Source: an optimization exercise on an open RTL-to-GDS flow (aim: a short achievable clock period and few clock cycles). Production flows keep margins and buffers that such runs may drop.
Function not checked in this run: the RTL went through the layout flow alone.
Power and IR drop assume default switching activity.

--- design/flow/design.v ---
package cpu_pkg;
	typedef logic [31:0] word_t;
	typedef logic [4:0] reg_addr_t;
	localparam logic [6:0] opc_op     = 7'b0110011;
	localparam logic [6:0] opc_op_imm = 7'b0010011;
	localparam logic [6:0] opc_load   = 7'b0000011;
	localparam logic [6:0] opc_store  = 7'b0100011;
	localparam logic [6:0] opc_branch = 7'b1100011;
	localparam logic [6:0] opc_jal    = 7'b1101111;
	localparam int btb_entries = 8;
	localparam int loop_bits = 6;
	typedef struct packed {
		logic valid;
		logic tag_hit;      
		logic taken;        
		logic [$clog2(btb_entries)-1:0] hit_index;
		word_t instr;
		word_t pc;
		word_t pc4;         
	} ifid_t;
	typedef struct packed {
		logic write;
		logic valid;
		logic use_index;    
		logic [$clog2(btb_entries)-1:0] index;
		word_t tag;
		word_t target;
	} btb_update_t;
	typedef struct packed {
		logic train;
		logic install;
		logic taken;
		logic [$clog2(btb_entries)-1:0] index;
		word_t tag;
		word_t target;
	} btb_train_t;
	typedef struct packed {
		logic valid;
		logic reg_write;    
		logic mem_read;
		logic mem_write;
		logic branch;
		logic pred_taken;
		logic tag_hit;
		logic [$clog2(btb_entries)-1:0] hit_index;
		word_t pc;
		logic eq;           
		logic sel_n;
		logic sel_fa;
		logic sel_fb_add;
		logic sel_fb_sub;
		logic sel_ff_add;
		logic slt_n;
		logic slt_fa;
		logic slt_fb;
		logic op_and;
		logic op_or;
		logic op_xor;
		logic cin;          
		logic fwd_a;
		logic fwd_b;
		logic fwd_s;
		reg_addr_t rd;
		word_t a;
		word_t b;
		word_t bx;
		word_t s;           
		word_t alt_pc;      
	} idex_t;
	typedef struct packed {
		logic valid;
		logic reg_write;
		logic mem_read;
		logic mem_write;
		reg_addr_t rd;
		word_t result;
		word_t store_data;
	} exmem_t;
endpackage
`timescale 1ns/1ps
module fetch_stage #(
	parameter cpu_pkg::word_t reset_pc = 32'h0000_0000
) (
	input logic clock,
	input logic reset,
	input logic stall,
	input logic ex_redirect,
	input cpu_pkg::word_t ex_redirect_pc,
	input logic id_redirect,
	input cpu_pkg::word_t id_redirect_pc,
	input cpu_pkg::btb_update_t btb_update,
	input cpu_pkg::btb_train_t btb_train,
	output cpu_pkg::word_t instr_addr,
	input cpu_pkg::word_t instr_data,
	output cpu_pkg::ifid_t ifid
);
	localparam int n = cpu_pkg::btb_entries;
	localparam int iw = $clog2(n);
	localparam int lb = cpu_pkg::loop_bits;
	cpu_pkg::word_t pc;
	cpu_pkg::word_t pc_next;
	cpu_pkg::word_t pc4;
	logic [n-1:0] btb_valid;
	cpu_pkg::word_t btb_tag [n];
	cpu_pkg::word_t btb_target [n];
	logic [n-1:0] btb_dir;      
	logic [n-1:0] btb_conf;     
	logic [n-1:0] btb_seen;     
	logic [lb-1:0] btb_trip [n];
	logic [lb-1:0] btb_count [n];
	logic [iw-1:0] btb_next;
	logic [n-1:0] tag_vec;
	logic [n-1:0] take_vec;
	logic tag_hit;
	logic taken;
	logic [iw-1:0] hit_index;
	cpu_pkg::word_t pred_target;
	logic [iw-1:0] id_index;
	logic id_write;
	assign instr_addr = pc;
	assign pc4 = pc + 32'd4;
	always_comb begin
		hit_index = '0;
		pred_target = '0;
		for (int i = 0; i < n; i++) begin
			tag_vec[i] = btb_valid[i] && btb_tag[i] == pc;
			take_vec[i] = tag_vec[i] &&
				(btb_dir[i] != (btb_conf[i] && btb_count[i] == btb_trip[i]));
			pred_target = pred_target | ({32{tag_vec[i]}} & btb_target[i]);
			hit_index = hit_index | ({iw{tag_vec[i]}} & iw'(i));
		end
		tag_hit = |tag_vec;
		taken = |take_vec;
	end
	always_comb begin
		if (ex_redirect) begin
			pc_next = ex_redirect_pc;
		end else if (id_redirect) begin
			pc_next = id_redirect_pc;
		end else if (stall) begin
			pc_next = pc;
		end else if (taken) begin
			pc_next = pred_target;
		end else begin
			pc_next = pc4;
		end
	end
	always_ff @(posedge clock or negedge reset) begin
		if (!reset) begin
			pc <= reset_pc;
			ifid.valid <= 1'b0;
		end else begin
			pc <= pc_next;
			if (ex_redirect || id_redirect) begin
				ifid.valid <= 1'b0;
			end else if (!stall) begin
				ifid.valid <= 1'b1;
			end
		end
	end
	always_ff @(posedge clock) begin
		if (!stall) begin
			ifid.tag_hit <= tag_hit;
			ifid.taken <= taken;
			ifid.hit_index <= hit_index;
			ifid.instr <= instr_data;
			ifid.pc <= pc;
			ifid.pc4 <= pc4;
		end
	end
	assign id_write = btb_update.write && !(btb_train.install && !btb_update.use_index);
	assign id_index = btb_update.use_index ? btb_update.index : btb_next;
	always_ff @(posedge clock or negedge reset) begin
		if (!reset) begin
			btb_valid <= '0;
			btb_next <= '0;
		end else begin
			if (btb_train.install) begin
				btb_valid[btb_next] <= 1'b1;
			end
			if (id_write) begin
				btb_valid[id_index] <= btb_update.valid;
			end
			if (btb_train.install || (id_write && !btb_update.use_index)) begin
				btb_next <= btb_next + 1'b1;
			end
		end
	end
	always_ff @(posedge clock) begin
		for (int i = 0; i < n; i++) begin
			if (btb_train.install && btb_next == iw'(i)) begin
				btb_tag[i] <= btb_train.tag;
				btb_target[i] <= btb_train.target;
				btb_dir[i] <= 1'b0;
				btb_conf[i] <= 1'b0;
				btb_seen[i] <= 1'b0;
				btb_count[i] <= '0;
			end else if (id_write && id_index == iw'(i)) begin
				btb_tag[i] <= btb_update.tag;
				btb_target[i] <= btb_update.target;
				btb_dir[i] <= 1'b1;
				btb_conf[i] <= 1'b0;
				btb_seen[i] <= 1'b0;
				btb_count[i] <= lb'(1);
			end else if (btb_train.train && btb_train.index == iw'(i)) begin
				if (btb_train.taken == btb_dir[i]) begin
					btb_count[i] <= btb_count[i] + 1'b1;
				end else begin
					btb_conf[i] <= !btb_seen[i] || btb_count[i] == btb_trip[i];
					btb_seen[i] <= 1'b1;
					btb_trip[i] <= btb_count[i];
					btb_count[i] <= '0;
				end
			end
		end
	end
endmodule
`timescale 1ns/1ps
module decode_stage (
	input logic clock,
	input logic reset,
	input cpu_pkg::ifid_t ifid,
	input logic redirect,
	output logic id_redirect,
	output cpu_pkg::word_t id_redirect_pc,
	output cpu_pkg::btb_update_t btb_update,
	input cpu_pkg::exmem_t exmem,
	input cpu_pkg::word_t data_rdata,
	output cpu_pkg::idex_t idex,
	output logic stall
);
	logic [6:0] opcode;
	logic [2:0] funct3;
	cpu_pkg::reg_addr_t rs1;
	cpu_pkg::reg_addr_t rs2;
	cpu_pkg::reg_addr_t rd;
	logic is_op;
	logic is_opimm;
	logic is_load;
	logic is_store;
	logic is_branch;
	logic is_jal;
	logic uses_rs1;
	logic uses_rs2;
	logic writes;
	cpu_pkg::word_t imm_i;
	cpu_pkg::word_t imm_s;
	cpu_pkg::word_t imm_b;
	cpu_pkg::word_t imm_j;
	cpu_pkg::word_t target;
	cpu_pkg::word_t mem_value;
	logic mem_wen;
	cpu_pkg::word_t rs1_data;
	cpu_pkg::word_t rs2_data;
	cpu_pkg::word_t register_file [1:31];
	assign opcode = ifid.instr[6:0];
	assign funct3 = ifid.instr[14:12];
	assign rs1 = ifid.instr[19:15];
	assign rs2 = ifid.instr[24:20];
	assign rd = ifid.instr[11:7];
	assign is_op = opcode == cpu_pkg::opc_op;
	assign is_opimm = opcode == cpu_pkg::opc_op_imm;
	assign is_load = opcode == cpu_pkg::opc_load;
	assign is_store = opcode == cpu_pkg::opc_store;
	assign is_branch = opcode == cpu_pkg::opc_branch;
	assign is_jal = opcode == cpu_pkg::opc_jal;
	assign uses_rs1 = is_op || is_opimm || is_load || is_store || is_branch;
	assign uses_rs2 = is_op || is_store || is_branch;
	assign writes = (is_op || is_opimm || is_load || is_jal) && rd != 5'd0;
	assign imm_i = {{20{ifid.instr[31]}}, ifid.instr[31:20]};
	assign imm_s = {{20{ifid.instr[31]}}, ifid.instr[31:25], ifid.instr[11:7]};
	assign imm_b = {{19{ifid.instr[31]}}, ifid.instr[31], ifid.instr[7], ifid.instr[30:25],
		ifid.instr[11:8], 1'b0};
	assign imm_j = {{11{ifid.instr[31]}}, ifid.instr[31], ifid.instr[19:12], ifid.instr[20],
		ifid.instr[30:21], 1'b0};
	cpu_pkg::word_t target_j;
	cpu_pkg::word_t target_b;
	assign target_j = ifid.pc + imm_j;
	assign target_b = ifid.pc + imm_b;
	assign target = ({32{is_jal}} & target_j) | ({32{!is_jal}} & target_b);
	logic static_take;
	logic id_take;
	logic is_jump;
	logic fix;
	assign is_jump = is_jal || is_branch;
	assign static_take = is_jal || (is_branch && (ifid.instr[31] || rs1 == rs2));
	assign id_take = ifid.tag_hit ? (is_branch ? ifid.taken : is_jal) : static_take;
	assign fix = ifid.valid && !stall && (id_take != ifid.taken || (ifid.tag_hit && !is_jump));
	assign id_redirect = ifid.valid && !stall && id_take != ifid.taken;
	assign id_redirect_pc = id_take ? target : ifid.pc4;
	assign btb_update.write = fix;
	assign btb_update.valid = id_take;
	assign btb_update.use_index = ifid.tag_hit;
	assign btb_update.index = ifid.hit_index;
	assign btb_update.tag = ifid.pc;
	assign btb_update.target = target;
	assign mem_wen = exmem.valid && exmem.reg_write;
	assign mem_value = exmem.mem_read ? data_rdata : exmem.result;
	always_ff @(posedge clock) begin
		if (mem_wen) begin
			register_file[exmem.rd] <= mem_value;
		end
	end
	function automatic cpu_pkg::word_t read_reg(input cpu_pkg::reg_addr_t addr);
		cpu_pkg::word_t value;
		if (addr == 5'd0) begin
			value = '0;
		end else if (mem_wen && exmem.rd == addr) begin
			value = mem_value;
		end else begin
			value = register_file[addr];
		end
		read_reg = value;
	endfunction
	assign rs1_data = read_reg(rs1);
	assign rs2_data = read_reg(rs2);
	assign stall = ifid.valid && idex.valid && idex.mem_read && idex.reg_write &&
		((uses_rs1 && rs1 == idex.rd) || (uses_rs2 && rs2 == idex.rd));
	logic ex_writes;
	assign ex_writes = idex.valid && idex.reg_write;
	logic op_add;
	logic op_sub;
	logic op_slt;
	logic fwd_a;
	logic fwd_b;
	cpu_pkg::word_t b_value;
	assign op_sub = is_op && funct3 == 3'b000 && ifid.instr[30];
	assign op_slt = is_op && funct3 == 3'b010;
	assign op_add = !(is_op && (funct3 == 3'b010 || funct3 == 3'b100 || funct3 == 3'b110 ||
		funct3 == 3'b111 || (funct3 == 3'b000 && ifid.instr[30])));
	assign fwd_a = ex_writes && uses_rs1 && rs1 == idex.rd;
	assign fwd_b = ex_writes && (is_op || is_branch) && rs2 == idex.rd;
	assign b_value = is_jal ? 32'd0 : (is_store ? imm_s : ((is_opimm || is_load) ? imm_i : rs2_data));
	always_ff @(posedge clock or negedge reset) begin
		if (!reset) begin
			idex.valid <= 1'b0;
		end else begin
			idex.valid <= ifid.valid && !redirect && !stall;
		end
	end
	always_ff @(posedge clock) begin
		idex.reg_write <= writes;
		idex.mem_read <= is_load;
		idex.mem_write <= is_store;
		idex.branch <= is_branch;
		idex.pred_taken <= id_take;
		idex.tag_hit <= ifid.tag_hit;
		idex.hit_index <= ifid.hit_index;
		idex.pc <= ifid.pc;
		idex.eq <= rs1_data == rs2_data;
		idex.sel_n <= (op_add || op_sub) && !fwd_a && !fwd_b;
		idex.sel_fa <= (op_add || op_sub) && fwd_a && !fwd_b;
		idex.sel_fb_add <= op_add && !fwd_a && fwd_b;
		idex.sel_fb_sub <= op_sub && !fwd_a && fwd_b;
		idex.sel_ff_add <= op_add && fwd_a && fwd_b;
		idex.slt_n <= op_slt && !fwd_a && !fwd_b;
		idex.slt_fa <= op_slt && fwd_a && !fwd_b;
		idex.slt_fb <= op_slt && !fwd_a && fwd_b;
		idex.op_and <= is_op && funct3 == 3'b111;
		idex.op_or <= is_op && funct3 == 3'b110;
		idex.op_xor <= is_op && funct3 == 3'b100;
		idex.cin <= op_sub || op_slt;
		idex.fwd_a <= fwd_a;
		idex.fwd_b <= fwd_b;
		idex.fwd_s <= ex_writes && uses_rs2 && rs2 == idex.rd;
		idex.rd <= rd;
		idex.a <= is_jal ? ifid.pc4 : rs1_data;
		idex.b <= b_value;
		idex.bx <= (op_sub || op_slt) ? ~b_value : b_value;
		idex.s <= rs2_data;
		idex.alt_pc <= id_take ? ifid.pc4 : target;
	end
endmodule
`timescale 1ns/1ps
module execute_stage (
	input logic clock,
	input logic reset,
	input cpu_pkg::idex_t idex,
	output cpu_pkg::exmem_t exmem,
	output logic redirect,
	output cpu_pkg::word_t redirect_pc,
	output cpu_pkg::btb_train_t btb_train
);
	cpu_pkg::word_t r;
	cpu_pkg::word_t af;
	cpu_pkg::word_t bf;
	cpu_pkg::word_t s;
	logic [32:0] sum_n;
	logic [32:0] sum_fa;
	cpu_pkg::word_t add_fb;
	cpu_pkg::word_t sub_fb;
	logic lt_n;
	logic lt_fa;
	logic lt_fb;
	cpu_pkg::word_t result;
	logic eq;
	assign r = exmem.result;
	assign sum_n = {idex.a, 1'b1} + {idex.bx, idex.cin};
	assign sum_fa = {r, 1'b1} + {idex.bx, idex.cin};
	assign add_fb = idex.a + r;
	assign sub_fb = idex.a - r;
	assign lt_n = (idex.a[31] != idex.b[31]) ? idex.a[31] : sum_n[32];
	assign lt_fa = (r[31] != idex.b[31]) ? r[31] : sum_fa[32];
	assign lt_fb = (idex.a[31] != r[31]) ? idex.a[31] : sub_fb[31];
	assign af = idex.fwd_a ? r : idex.a;
	assign bf = idex.fwd_b ? r : idex.b;
	assign s = idex.fwd_s ? r : idex.s;
	assign result = ({32{idex.sel_n}} & sum_n[32:1]) | ({32{idex.sel_fa}} & sum_fa[32:1]) |
		({32{idex.sel_fb_add}} & add_fb) | ({32{idex.sel_fb_sub}} & sub_fb) |
		({32{idex.sel_ff_add}} & {r[30:0], 1'b0}) |
		({32{idex.op_and}} & (af & bf)) | ({32{idex.op_or}} & (af | bf)) |
		({32{idex.op_xor}} & (af ^ bf)) |
		{31'd0, (idex.slt_n && lt_n) || (idex.slt_fa && lt_fa) || (idex.slt_fb && lt_fb)};
	always_comb begin
		case ({idex.fwd_a, idex.fwd_b})
			2'b00: eq = idex.eq;
			2'b10: eq = exmem.result == idex.b;
			2'b01: eq = idex.a == exmem.result;
			default: eq = 1'b1;
		endcase
	end
	assign redirect = idex.valid && idex.branch && (eq != idex.pred_taken);
	assign redirect_pc = idex.alt_pc;
	always_ff @(posedge clock or negedge reset) begin
		if (!reset) begin
			exmem.valid <= 1'b0;
			btb_train.train <= 1'b0;
			btb_train.install <= 1'b0;
		end else begin
			exmem.valid <= idex.valid;
			btb_train.train <= idex.valid && idex.branch && idex.tag_hit;
			btb_train.install <= idex.valid && idex.branch && !idex.tag_hit && eq && !idex.pred_taken;
		end
	end
	always_ff @(posedge clock) begin
		btb_train.taken <= eq;
		btb_train.index <= idex.hit_index;
		btb_train.tag <= idex.pc;
		btb_train.target <= idex.alt_pc;
	end
	always_ff @(posedge clock) begin
		exmem.reg_write <= idex.reg_write;
		exmem.mem_read <= idex.mem_read;
		exmem.mem_write <= idex.mem_write;
		exmem.rd <= idex.rd;
		exmem.result <= result;
		exmem.store_data <= s;
	end
endmodule
`timescale 1ns/1ps
module memory_stage (
	input cpu_pkg::exmem_t exmem,
	output cpu_pkg::word_t data_addr,
	output cpu_pkg::word_t data_wdata,
	output logic data_wen,
	output logic data_ren
);
	assign data_addr = exmem.result;
	assign data_wdata = exmem.store_data;
	assign data_wen = exmem.valid && exmem.mem_write;
	assign data_ren = exmem.valid && exmem.mem_read;
endmodule
`timescale 1ns/1ps
module cpu #(
	parameter cpu_pkg::word_t reset_pc = 32'h0000_0000
) (
	input logic clock,
	input logic reset,
	output cpu_pkg::word_t instr_addr,
	input cpu_pkg::word_t instr_data,
	output cpu_pkg::word_t data_addr,
	output cpu_pkg::word_t data_wdata,
	output logic data_wen,
	output logic data_ren,
	input cpu_pkg::word_t data_rdata
);
	cpu_pkg::ifid_t ifid;
	cpu_pkg::idex_t idex;
	cpu_pkg::exmem_t exmem;
	logic stall;
	logic redirect;
	cpu_pkg::word_t redirect_pc;
	logic id_redirect;
	cpu_pkg::word_t id_redirect_pc;
	cpu_pkg::btb_update_t btb_update;
	cpu_pkg::btb_train_t btb_train;
	fetch_stage #(
		.reset_pc(reset_pc)
	) u_fetch (
		.clock(clock),
		.reset(reset),
		.stall(stall),
		.ex_redirect(redirect),
		.ex_redirect_pc(redirect_pc),
		.id_redirect(id_redirect),
		.id_redirect_pc(id_redirect_pc),
		.btb_update(btb_update),
		.btb_train(btb_train),
		.instr_addr(instr_addr),
		.instr_data(instr_data),
		.ifid(ifid)
	);
	decode_stage u_decode (
		.clock(clock),
		.reset(reset),
		.ifid(ifid),
		.redirect(redirect),
		.id_redirect(id_redirect),
		.id_redirect_pc(id_redirect_pc),
		.btb_update(btb_update),
		.exmem(exmem),
		.data_rdata(data_rdata),
		.idex(idex),
		.stall(stall)
	);
	execute_stage u_execute (
		.clock(clock),
		.reset(reset),
		.idex(idex),
		.exmem(exmem),
		.redirect(redirect),
		.redirect_pc(redirect_pc),
		.btb_train(btb_train)
	);
	memory_stage u_memory (
		.exmem(exmem),
		.data_addr(data_addr),
		.data_wdata(data_wdata),
		.data_wen(data_wen),
		.data_ren(data_ren)
	);
endmodule
--- design/flow/run.sh ---
#!/bin/bash
# synth_recipe.tcl (not shown) runs the flow's synth.tcl, then flattens the netlist and writes it again
# the make line also repeats each setting of config.mk as NAME=value (left out here)
make -C /OpenROAD-flow-scripts/flow DESIGN_CONFIG=/design/flow/config.mk WORK_HOME=/design/flow/orfs CLKGATE_MAP_FILE= SYNTH_SCRIPT=/design/flow/synth_recipe.tcl finish
--- design/flow/config.mk ---
export PLATFORM = sky130hd
export DESIGN_NAME = cpu
export DESIGN_NICKNAME = cpu
export VERILOG_FILES = /design/flow/design.v
export SDC_FILE = /design/flow/constraint.sdc
export NUM_CORES = 4
export LEC_CHECK = 0
export ABC_CLOCK_PERIOD_IN_PS = 3000
export CAP_MARGIN = 20
export CORE_MARGIN = 2
export CORE_UTILIZATION = 40
export PLACE_DENSITY = 0.6
export SETUP_SLACK_MARGIN = 3.5
export SLEW_MARGIN = 20
--- design/flow/constraint.sdc ---
create_clock -name core_clock -period 7.0 [get_ports {clock}]
set_input_delay 1.4000 -clock core_clock [delete_from_list [all_inputs] [get_ports {clock}]]
set_output_delay 1.4000 -clock core_clock [all_outputs]
set_load 0.01 [all_outputs]
==> notes.md <==
- Status: no timing/DRC/antenna violations
- Hold crit path type: flip-flop to flip-flop
- Clk sink count: 2,143
- # Max-Cap Violations: 0
- Worst path depth: 11
- HPWL after DPL: 267,000 µm
- Core ar.: 270,000 µm²
- Share of layout cells above drive strength 1: 19.6%
- Async SR Flop Fraction: 2.24%
- Initial Utilization: 40.1%
- Top_reg_cell synth: edfxtp_1
- Synth Cell Area: 109,000 µm²
- Clock Pin Slew Worst Setup and Hold Paths: 0.06 ns
- Seq cells post-synth: 2,143
- Period minus WS final: 4.12 ns
- Max VDD drop: 0.000236 V
- Fin Setup TNS: 0 ns
- DRT iter0 DRCs: 12,600
- Die Span Y: 525 µm
- Clk_skew: 0.117 ns
- Worst-Skew Late Latency: 0.96 ns
- Smallest hold slack: 0.291 ns
- Congestion Overflow GR: 0
- Register-to-register setup slack: 2.88 ns
- CP arrival: 4.93 ns
- Initial antenna violation count: 25
- Syn Area/Cell: 12.0 µm²
- WS Path Type: flip-flop to flip-flop
- Largest net degree at the start of global routing: 112
- FP Rows: 191
- Period utilization: 58.9%
- Total wire length: 428,000 µm
- Worst Path Max Fanout: 32
- Slew HR: 15.7%
- Leading cell type in the layout, fill and taps excluded: edfxtp_1
- Distinct cells, synth: 108
- WL/cell: 32.9 µm
- Layout Nets: 9,570
- First-pass GRT wire length: 587,000 µm
- CP Launch Type: flip-flop
- Largest cells by area after synthesis: edfxtp_1 46%, mux4_2 9.2%, dfxtp_1 8.2%
- Vias in the first global route: 77,900
- CTS tree: yes
- Mapped Nets: 9,358
- Placed insts: 12,300
- Vias: 82,400
- Remaining antenna violation count: 0
- Total GRT Usage: 29.6%
- Post-synthesis sequential area ratio: 55.0%
- Die ar.: 275,000 µm²
- Drt pass-1 iters: 8
- EDFF count, synth: 1,651
- Clock buffer depth: 4
- IO Count: 164
- Synth area leader: edfxtp_1
- Ys Warns: 7
- Bufs and invs on worst path: 2
- CTS Hold Bufs: 0
- CP top delay family: simple AND/OR/NAND/NOR gates
- Critical-path cell list: and2_2, buf_4, buf_4, a22oi_1, nand2_1, o22ai_1, nor3_1, xor2_1, nor4_1, nand2_1, nor4_2
- Total power divided by cell area: 328 nW/µm²
- H-tree levels: 4
- Leakage: 45.8 nW
- Worst Max-Slew Pin Slew: 1.23 ns
- RSZ-0062 raised after global routing: true
- Crit path largest cell delay: 0.72 ns
- Setup violations, final: 0
- Via density: 6.33
- Kind of end point of the critical path: flip-flop
- Synth top area share: 45.7%
- Total CTS buffers: 230
- Root Buffer: clkbuf_16
- Placer Congestion: 0.975
- Mapped Cells: 9,030
- Most frequent cells in the layout: 1,651 x edfxtp_1, 1,333 x nand2_1, 539 x nor2_1
- CP max stage cell: dfxtp_4
- Req. time, crit path: 7.81 ns
- CP endpoint: u_decode.idex[180]
- Final Max Tran Viols: 0
- R2R Path End: u_decode.idex[180]
- DRC errors left: 0
- Finished Layout Cells: 13,000
- Area growth from synthesis to layout: 16.9%
- Die width: 525 µm
- Worst-case reg-to-reg path depth: 11
- Max Fclk: 243 MHz
- Filler cell count: 23,700
- # port buffers: 163
- Final Hold Violating Endpoints: 0
## per-stage QoR
stage               setup slack (ns)  total power, W  area (µm²)  util, %
floorplan                       3.10          0.0233      109000        -
global placement                2.05          0.0273      113000     41.9
detailed placement              1.88          0.0274      113000     42.0
CTS                             2.91          0.0407      125000     46.1
global route                    2.75          0.0429      127000     46.9
finish                          2.88          0.0416      127000     46.9
## where the power goes
group / internal (W) / switching (W) / total, W
Combinational: 0.00452 / 0.00787 / 0.0124
Clock: 0.00701 / 0.00534 / 0.0123
Sequential: 0.0157 / 0.00119 / 0.0169
Total: 0.0272 / 0.0144 / 0.0416
## Yosys cell counts, types with 21 or more instances
| cell type | instances |
|---|---|
| o21a_1 | 30 |
| xor2_1 | 301 |
| nand4_1 | 99 |
| nand2_1 | 1363 |
| o21ai_0 | 363 |
| mux2_2 | 51 |
| nor3_1 | 140 |
| clkbuf_2 | 33 |
| inv_1 | 218 |
| ha_1 | 255 |
| o211ai_1 | 39 |
| clkbuf_1 | 319 |
| a22o_1 | 42 |
| a211oi_1 | 148 |
| a221oi_1 | 55 |
| and2_1 | 22 |
| and3_1 | 32 |
| o22ai_1 | 107 |
| a221o_1 | 21 |
| buf_1 | 70 |
| xnor2_1 | 299 |
| a211o_1 | 32 |
| mux4_2 | 444 |
| nor2b_1 | 39 |
| buf_4 | 127 |
| nand2b_1 | 58 |
| a21o_1 | 64 |
| mux2i_1 | 186 |
| edfxtp_1 | 1651 |
| nand3_1 | 122 |
| buf_2 | 122 |
| a22oi_1 | 219 |
| or3_1 | 27 |
| a31oi_1 | 34 |
| dfrtp_1 | 48 |
| nor4_1 | 71 |
| a21oi_1 | 426 |
| dfxtp_1 | 444 |
| nor2_1 | 592 |
## cell families after synthesis
kind of cell | synth area share (%)
simple gates | 10.6
flops | 55.0
compound gates | 10.8
buf+inv | 4.17
mux | 11.6
xor+xnor | 4.87
fa+ha+maj | 3.07
## layer usage
metal / up-vias / share of wire [%] / routed length, µm / track usage (%)
met5: - / 0.018 / 79 / 0
met4: 12 / 8.1 / 34600 / 19.0
met3: 1430 / 11 / 49100 / 6.28
met2: 5870 / 45 / 191000 / 45.9
met1: 41000 / 36 / 154000 / 37.6
li1: 34000 / - / - / -
## cell type report
class,instances,area [µm²],area share (%)
sequential,2143,59800,47.2
multi-input combinational,5967,47300,37.3
timing repair buffer,675,6820,5.37
clock buffer,314,6310,4.98
tap,3570,4470,3.52
clock inverter,109,1170,0.924
inverter,224,901,0.710
antenna,7,17.5,0.0138
timing repair inverter,1,8.76,0.00691
## registers in the layout, indices dropped and copies added (netlist names), named ones only
register and count:
u_fetch.btb_seen 8, u_fetch.btb_next 3, u_fetch.btb_count 48, u_fetch.btb_target 256, u_fetch.btb_tag 256, u_fetch.btb_valid 8, u_decode.register_file 992, u_decode.idex 223
u_fetch.btb_trip 48, u_fetch.ifid 100, u_fetch.btb_dir 8, u_fetch.btb_conf 8, u_execute.btb_train 70, u_execute.exmem 73, u_fetch.pc 32
## worst min path at each step
stage,endpoint,start,depth (start not counted)
after global routing,u_execute.exmem[70],u_decode.idex[220],0
after detailed placement,u_execute.btb_train[39],u_decode.idex[188],0
after floorplan,u_execute.btb_train[32],u_decode.idex[181],0
final,u_execute.btb_train[20],u_decode.idex[20],0
after CTS,u_execute.btb_train[20],u_decode.idex[20],0
after global placement,u_execute.btb_train[57],u_decode.idex[206],0
## what timing repair did
| item | 4_1_cts | 5_1_grt |
|---|---|---|
| setup endpoints to repair | 1164 | 547 |
| setup buffers | 177 | 87 |
| pin swaps | 69 | 91 |
| gates resized for setup | 496 | 225 |
| cloned | 15 | 13 |

## port drivers added, routing unchanged
Ports are ideal in the flow. The routed layout listed here was re-timed in OpenROAD. Step 1 (the two cells are an assumption about what drives the block):
set clk [get_ports {clock}]
set_driving_cell -lib_cell sky130_fd_sc_hd__clkbuf_16 $clk
set_driving_cell -lib_cell sky130_fd_sc_hd__buf_2 [delete_from_list [all_inputs] $clk]
Step 2 moves the port delays by t, midway between the first and last clock arrival at a register: inputs arrive t later, outputs are due t later. That takes back most of the time a late clock gives input paths. Slacks: ideal ports / drivers / drivers and shift; pairs: ideal ports / drivers.
t (ns): 1.009
setup WS [ns]: 2.876 / 2.876 / 2.496
cell pins on the clock port's net: 1
After both steps setup and hold are still met in this run. The setup slack of this run moves by 0.000 ns with the drivers and by -0.380 ns with both steps.
